Background: an optimization exercise with open tools, aiming at a short achievable clock period and few clock cycles per item. Do not read the settings as production practice. Only simulation tests tie the RTL to the original design; equivalence was not proved. Power and IR drop assume default switching activity.

`flow/config.mk`:
```
export PLATFORM = sky130hd
export DESIGN_NAME = compute_tile
export DESIGN_NICKNAME = compute_tile
export VERILOG_FILES = /design/flow/design.v
export SDC_FILE = /design/flow/constraint.sdc
export NUM_CORES = 4
export LEC_CHECK = 0
export CAP_MARGIN = 20
export CORE_MARGIN = 2
export CORE_UTILIZATION = 25
export SLEW_MARGIN = 20
```
`flow/constraint.sdc`:
```
create_clock -name core_clock -period 5.5 [get_ports {clock}]
set_input_delay 1.1000 -clock core_clock [delete_from_list [all_inputs] [get_ports {clock}]]
set_output_delay 1.1000 -clock core_clock [all_outputs]
set_load 0.01 [all_outputs]
```
`flow/design.v`:
```
`timescale 1ns/100ps
module route_element (
	input  logic                         clock,
	input  logic                         rst_n,
	input  logic [4*(32 + 4)-1:0] in_tok,
	output logic [3:0]                   in_hold,
	output logic [4*(32 + 4)-1:0] out_tok,
	input  logic [3:0]                   out_hold
);
	localparam TW = (32 + 4);
	logic [3:0] in_valid;
	logic [1:0] in_dest [0:3];
	logic [3:0] out_valid;
	logic [3:0] grant;
	logic [3:0] claimed;
	logic [3:0] drain;
	for (genvar g = 0; g < 4; g++) begin : g_side
		assign in_valid[g]  = in_tok[g*TW + TW-1];
		assign in_dest[g]   = in_tok[g*TW + TW-3 -: 2];
		assign out_valid[g] = out_tok[g*TW + TW-1];
		assign drain[g]     = out_valid[g] && !out_hold[g];
	end
	always_comb begin
		claimed = 4'b0;
		grant   = 4'b0;
		for (int i = 0; i < 4; i++) begin
			if (in_valid[i] && !claimed[in_dest[i]]) begin
				claimed[in_dest[i]] = 1'b1;
				grant[i] = !out_valid[in_dest[i]];
			end
		end
		in_hold = in_valid & ~grant;
	end
	always_ff @(posedge clock) begin
		if (!rst_n) begin
			for (int s = 0; s < 4; s++) begin
				out_tok[s*TW + TW-1] <= 1'b0;
			end
		end else begin
			for (int s = 0; s < 4; s++) begin
				if (drain[s]) begin
					out_tok[s*TW + TW-1] <= 1'b0;
				end
			end
			for (int s = 0; s < 4; s++) begin
				for (int i = 0; i < 4; i++) begin
					if (grant[i] && in_dest[i] == s) begin
						out_tok[s*TW +: TW] <= in_tok[i*TW +: TW];
					end
				end
			end
		end
	end
endmodule
`timescale 1ns/100ps
module process_element (
	input  logic                         clock,
	input  logic                         rst_n,
	input  logic [4*(32 + 4)-1:0] in_tok,
	output logic [3:0]                   in_hold,
	output logic [4*(32 + 4)-1:0] out_tok,
	input  logic [3:0]                   out_hold
);
	localparam TW = (32 + 4);
	localparam DW = 32;
	localparam CW = 8;
	logic [1:0]    cfg_opcode;
	logic [1:0]    cfg_out_side;
	logic [CW-1:0] cfg_constant;
	logic          out_valid_q;
	logic          out_is_config_q;
	logic [1:0]    out_dest_q;
	logic [DW-1:0] out_data_q;
	logic [3:0]    in_valid;
	logic [TW-1:0] sel_tok;
	logic          found;
	logic          take;
	logic [3:0]    grant;
	logic [DW-1:0] operand;
	logic [DW-1:0] result;
	for (genvar g = 0; g < 4; g++) begin : g_side
		assign in_valid[g] = in_tok[g*TW + TW-1];
	end
	always_comb begin
		found   = 1'b0;
		grant   = 4'b0;
		sel_tok = in_tok[0 +: TW];
		for (int i = 0; i < 4; i++) begin
			if (in_valid[i] && !found) begin
				found    = 1'b1;
				grant[i] = !out_valid_q;
				sel_tok  = in_tok[i*TW +: TW];
			end
		end
		take    = found && !out_valid_q;
		in_hold = in_valid & ~grant;
	end
	assign operand = {{(DW - CW){1'b0}}, cfg_constant};
	always_comb begin
		case (cfg_opcode)
			2'd1:    result = sel_tok[DW-1:0] + operand;
			2'd2:    result = sel_tok[DW-1:0] - operand;
			2'd3:    result = sel_tok[DW-1:0] ^ operand;
			default: result = sel_tok[DW-1:0];
		endcase
	end
	always_ff @(posedge clock) begin
		if (!rst_n) begin
			cfg_opcode   <= 2'd0;
			cfg_out_side <= 2'd3;
			cfg_constant <= '0;
			out_valid_q  <= 1'b0;
		end else begin
			if (out_valid_q && !out_hold[out_dest_q]) begin
				out_valid_q <= 1'b0;
			end
			if (take) begin
				if (sel_tok[TW-2]) begin
					cfg_opcode   <= sel_tok[DW-1 -: 2];
					cfg_out_side <= sel_tok[DW-3 -: 2];
					cfg_constant <= sel_tok[DW-5 -: CW];
				end else begin
					out_valid_q     <= 1'b1;
					out_is_config_q <= 1'b0;
					out_dest_q      <= cfg_out_side;
					out_data_q      <= result;
				end
			end
		end
	end
	for (genvar s = 0; s < 4; s++) begin : g_out
		assign out_tok[s*TW +: TW] = {out_valid_q && (out_dest_q == s), out_is_config_q,
			out_dest_q, out_data_q};
	end
endmodule
`timescale 1ns/100ps
module compute_tile (
	input  logic                                       clock,
	input  logic                                       rst_n,
	input  logic [4*4*(32 + 4)-1:0] edge_in,
	output logic [4*4-1:0]                 edge_hold_out,
	output logic [4*4*(32 + 4)-1:0] edge_out,
	input  logic [4*4-1:0]                 edge_hold_in
);
	localparam N  = 4;
	localparam TW = (32 + 4);
	localparam NO = 0;
	localparam EA = 1;
	localparam WE = 2;
	localparam SO = 3;
	logic [N*N*4*TW-1:0] el_in;
	logic [N*N*4*TW-1:0] el_out;
	logic [N*N*4-1:0]    el_in_hold;
	logic [N*N*4-1:0]    el_out_hold;
	for (genvar r = 0; r < N; r++) begin : g_row
		for (genvar c = 0; c < N; c++) begin : g_col
			localparam E = (r*N + c)*4;
			if (r == 0) begin : g_north_edge
				assign el_in[(E+NO)*TW +: TW]           = edge_in[(NO*N + c)*TW +: TW];
				assign el_out_hold[E+NO]                = edge_hold_in[NO*N + c];
				assign edge_out[(NO*N + c)*TW +: TW]    = el_out[(E+NO)*TW +: TW];
				assign edge_hold_out[NO*N + c]          = el_in_hold[E+NO];
			end else begin : g_north_mesh
				assign el_in[(E+NO)*TW +: TW]           = el_out[(E-4*N+SO)*TW +: TW];
				assign el_out_hold[E+NO]                = el_in_hold[E-4*N+SO];
			end
			if (r == N - 1) begin : g_south_edge
				assign el_in[(E+SO)*TW +: TW]           = edge_in[(SO*N + c)*TW +: TW];
				assign el_out_hold[E+SO]                = edge_hold_in[SO*N + c];
				assign edge_out[(SO*N + c)*TW +: TW]    = el_out[(E+SO)*TW +: TW];
				assign edge_hold_out[SO*N + c]          = el_in_hold[E+SO];
			end else begin : g_south_mesh
				assign el_in[(E+SO)*TW +: TW]           = el_out[(E+4*N+NO)*TW +: TW];
				assign el_out_hold[E+SO]                = el_in_hold[E+4*N+NO];
			end
			if (c == 0) begin : g_west_edge
				assign el_in[(E+WE)*TW +: TW]           = edge_in[(WE*N + r)*TW +: TW];
				assign el_out_hold[E+WE]                = edge_hold_in[WE*N + r];
				assign edge_out[(WE*N + r)*TW +: TW]    = el_out[(E+WE)*TW +: TW];
				assign edge_hold_out[WE*N + r]          = el_in_hold[E+WE];
			end else begin : g_west_mesh
				assign el_in[(E+WE)*TW +: TW]           = el_out[(E-4+EA)*TW +: TW];
				assign el_out_hold[E+WE]                = el_in_hold[E-4+EA];
			end
			if (c == N - 1) begin : g_east_edge
				assign el_in[(E+EA)*TW +: TW]           = edge_in[(EA*N + r)*TW +: TW];
				assign el_out_hold[E+EA]                = edge_hold_in[EA*N + r];
				assign edge_out[(EA*N + r)*TW +: TW]    = el_out[(E+EA)*TW +: TW];
				assign edge_hold_out[EA*N + r]          = el_in_hold[E+EA];
			end else begin : g_east_mesh
				assign el_in[(E+EA)*TW +: TW]           = el_out[(E+4+WE)*TW +: TW];
				assign el_out_hold[E+EA]                = el_in_hold[E+4+WE];
			end
			if (((r + c) % 2) == 0) begin : g_re
				route_element route_element_inst (
					.clock    (clock),
					.rst_n    (rst_n),
					.in_tok   (el_in[E*TW +: 4*TW]),
					.in_hold  (el_in_hold[E +: 4]),
					.out_tok  (el_out[E*TW +: 4*TW]),
					.out_hold (el_out_hold[E +: 4])
				);
			end else begin : g_pe
				process_element process_element_inst (
					.clock    (clock),
					.rst_n    (rst_n),
					.in_tok   (el_in[E*TW +: 4*TW]),
					.in_hold  (el_in_hold[E +: 4]),
					.out_tok  (el_out[E*TW +: 4*TW]),
					.out_hold (el_out_hold[E +: 4])
				);
			end
		end
	end
endmodule
```
`flow/run.sh`:
```
#!/bin/bash
# synth_recipe.tcl (not shown) runs the flow's synth.tcl, then flattens the netlist and writes it again
# the make line also repeats each setting of config.mk as NAME=value (left out here)
make -C /OpenROAD-flow-scripts/flow DESIGN_CONFIG=/design/flow/config.mk WORK_HOME=/design/flow/orfs CLKGATE_MAP_FILE= SYNTH_SCRIPT=/design/flow/synth_recipe.tcl finish
```
==> out/metrics.cfg <==
[clock_network]
cts_sinks = 1472
cts_setup_buffers = 0
numCtsBuffers = 188
htreeDepth = 4
path_clk_slew_ns = 0.06
cts_tree = yes
clk-insertion-delay-late_ns = 0.93
ctsHoldBuffers = 0
ctsRootBufferMaster = clkbuf_16
cts-resized-gates = 0
ctsLongestPathBuffers = 4

[outcome]
status = complete, no violations

[sta]
final-hold-violation-count = 0
period_share_pct = 91.3
fmax_mhz = 199
post-route-min-period_ns = 5.02
setup_viol = 0
fin_ws_ns = 0.480
finClkSkew_ns = 0.0629
rsz0062_at_grt = false
worst_pin_slew_ns = 1.30
max_slew_margin_pct = 13.4
finalMaxSlewViolations = 0

[routing]
wl_per_cell_um = 37.4
vias_per_cell = 5.36
ant_nets = 0
wirelength_mm = 554
first_pass_iters = 7
drc = 0
drt_iter0_drc = 11400
vias = 79400

[worst_setup_path]
critPathRequiredTime_ns = 6.18
arrival_ns = 5.70
slowest_delay_ns = 0.73
crit_family = compound AO/OA/AOI/OAI gates
crit_chain = nand2b_2, buf_12, mux2i_1, nor2_1, a21oi_1, o21ai_0, ha_1, a21o_1, a21oi_1, o21bai_1, or3_1, a31oi_4, nor3_1, o41ai_2, a21boi_1, buf_4, o31ai_1
cpMostUsedCell = a21oi_1
cp_slowest_cell = dfxtp_1
path_class = reg2reg
critPathLaunchType = register
path_buf_inv = 2
critPathMaxFanout = 15
end_kind = register

[grt]
grt_pass1_wl_mm = 705
grt_pass1_vias = 72200
grt_use_total_pct = 29.3
grt_overflow_total = 0
grt_max_degree = 68
antenna_found_initial = 160

[finish]
final_core_util_pct = 32.6
design_area_um2 = 116000
area_growth_pct = 29.8
nets = 10700
drive_gt1_share_pct = 18.5

[yosys]
synth_compound_area_share_pct = 13.8
synthArstFlopShare_pct = 0
yosys.area.top_type = edfxtp_1
yosysMostFrequentCell = edfxtp_1
avgSynthCellArea_um2 = 10.5
synth_area_leaders = edfxtp_1 45%, mux2i_1 7.8%, mux2_2 7.6%
synth_top_area_share_pct = 45.0
synth_ff_type = edfxtp_1
yosys.area_share.simple_pct = 10.4
yosysSeqAreaShare_pct = 48.0
synth-xor-area-share_pct = 2.42
yosys_warnings = 3
synth_top_family_by_area = multiplexers
ys_top_cells_by_count = 1336 x edfxtp_1, 859 x nand2_1, 767 x nor2_1, 767 x o21ai_0, 692 x mux2i_1
syn_area_um2 = 89200
synthAdderAreaFrac_pct = 4.22
synth.area.mux_share_pct = 15.4
synth_cell_types = 103
ys_ff_latch = 1472
synth_edf_count = 1336
synthCells = 8526

[placed_design]
hpwl_mm = 428
io_buffers = 1161
gp_congestion = 1.03
dpl-instance-area_um2 = 109000
pre_cts_ws_ns = -0.270

[die]
ios = 1186
die-area_um2 = 362000
initial_core_util_pct = 25.1
core_um2 = 355000
die-height_um = 601
die_w_um = 601
num_rows = 219

[run]
cap_violations = 0

[power_and_ir_drop]
power_mw = 41.0
ir_drop_mv = 0.273
power_density_nw_per_um2 = 354
leakage_nw = 43.2

[hold_path]
hold_path_class = reg2reg

-- state kept, by name, indices dropped and copies added, names as in the netlist --
name	cells
g_row.g_col.g_re.route_element_inst.out_tok	1096
g_row.g_col.g_pe.process_element_inst.cfg_opcode	16
g_row.g_col.g_pe.process_element_inst.out_data_q	256
g_row.g_col.g_pe.process_element_inst.cfg_out_side	16
g_row.g_col.g_pe.process_element_inst.cfg_constant	64
g_row.g_col.g_pe.process_element_inst.out_valid_q	8
g_row.g_col.g_pe.process_element_inst.out_dest_q	16
-- final timing paths --
check	from	to	slack, ns	cells past startpoint
worst max register to register	register	register	0.48	17
worst max-delay path	register	register	0.48	17
worst min-delay path	register	register	0.42	0
worst min register to register	register	register	0.42	0
-- where the power goes --
group,leakage (nW),switching (mW),internal (mW)
Sequential,13.3,1.02,12.9
Clock,3.13,5.71,7.70
Combinational,26.7,7.77,5.83
-- layer usage --
layer,routed length (µm),vias up,track usage [%]
met4,43700,54,21.8
met3,56400,1224,8.29
met5,328,-,0
met1,213000,39400,36.1
li1,-,33600,-
met2,241000,5145,43.5
-- placed cells by master, fill, tap and decap left out, drive strengths merged, types with 73 or more instances in the layout --
master,synthesis,routed
a21o,158,158
a21oi,646,646
buf,418,766
clkbuf,448,236
clkdlybuf4s50,2,1160
dfxtp,136,136
diode,0,113
edfxtp,1336,1336
ha,288,288
inv,155,167
mux2,600,600
mux2i,692,692
nand2,859,859
nand2b,78,78
nor2,767,767
nor3,73,73
o21ai,771,771
xnor2,136,136
xor2,110,110
-- layout make-up --
class,instances,area [µm²]
inverters,155,587
clock buffers,236,5080
flip-flops and latches,1472,42800
repair buffers,1926,17700
well taps,4751,5940
fillers,36400,240000
multi-input cells,6038,41900
diodes,113,283
clock inverters,114,1380
-- kinds of logic (layout without fill, tap and decap cells) --
kind of cell    Yosys count  after routing
compound gates         2063           2063
xor+xnor                246            246
fa+ha+maj               296            296
buf+inv                1023           2431
flops                  1472           1472
mux                    1296           1296
other cells               1            121
simple gates           2129           2129
-- per-stage QoR --
stage	cells	hold WS, ns	setup TNS (ns)
global route	14700	0.432	0
detailed placement	14300	0.418	-0.711
CTS	14700	0.424	0
floorplan	8533	0.408	0
finish	14800	0.422	0
global placement	14300	0.411	-1.08
Testbench counts, summed over its fixed seeds: cycles 5,870, items 8,192.

## re-timing with driven ports
Ports are ideal in the flow. The routed layout listed here was re-timed in OpenROAD.
Step 1 assumes that a clkbuf_16 drives the clock port and a buf_2 every other input.
Step 2 times the ports against the registers' clock, not the clock port: input delays grow and output delays shrink by t, the midpoint of the rising clock arrivals with the driver on.
Three values: ideal ports, drivers, drivers and shift; two values: the first two.
t (ns): 1.009
setup slack, ns: 0.480 / 0.428 / -0.410
worst setup path at the end: input to register
With both steps, setup timing fails in this run, where it was met with ideal ports. For this run, drivers alone change the setup slack by -0.052 ns; drivers and shift together by -0.890 ns.
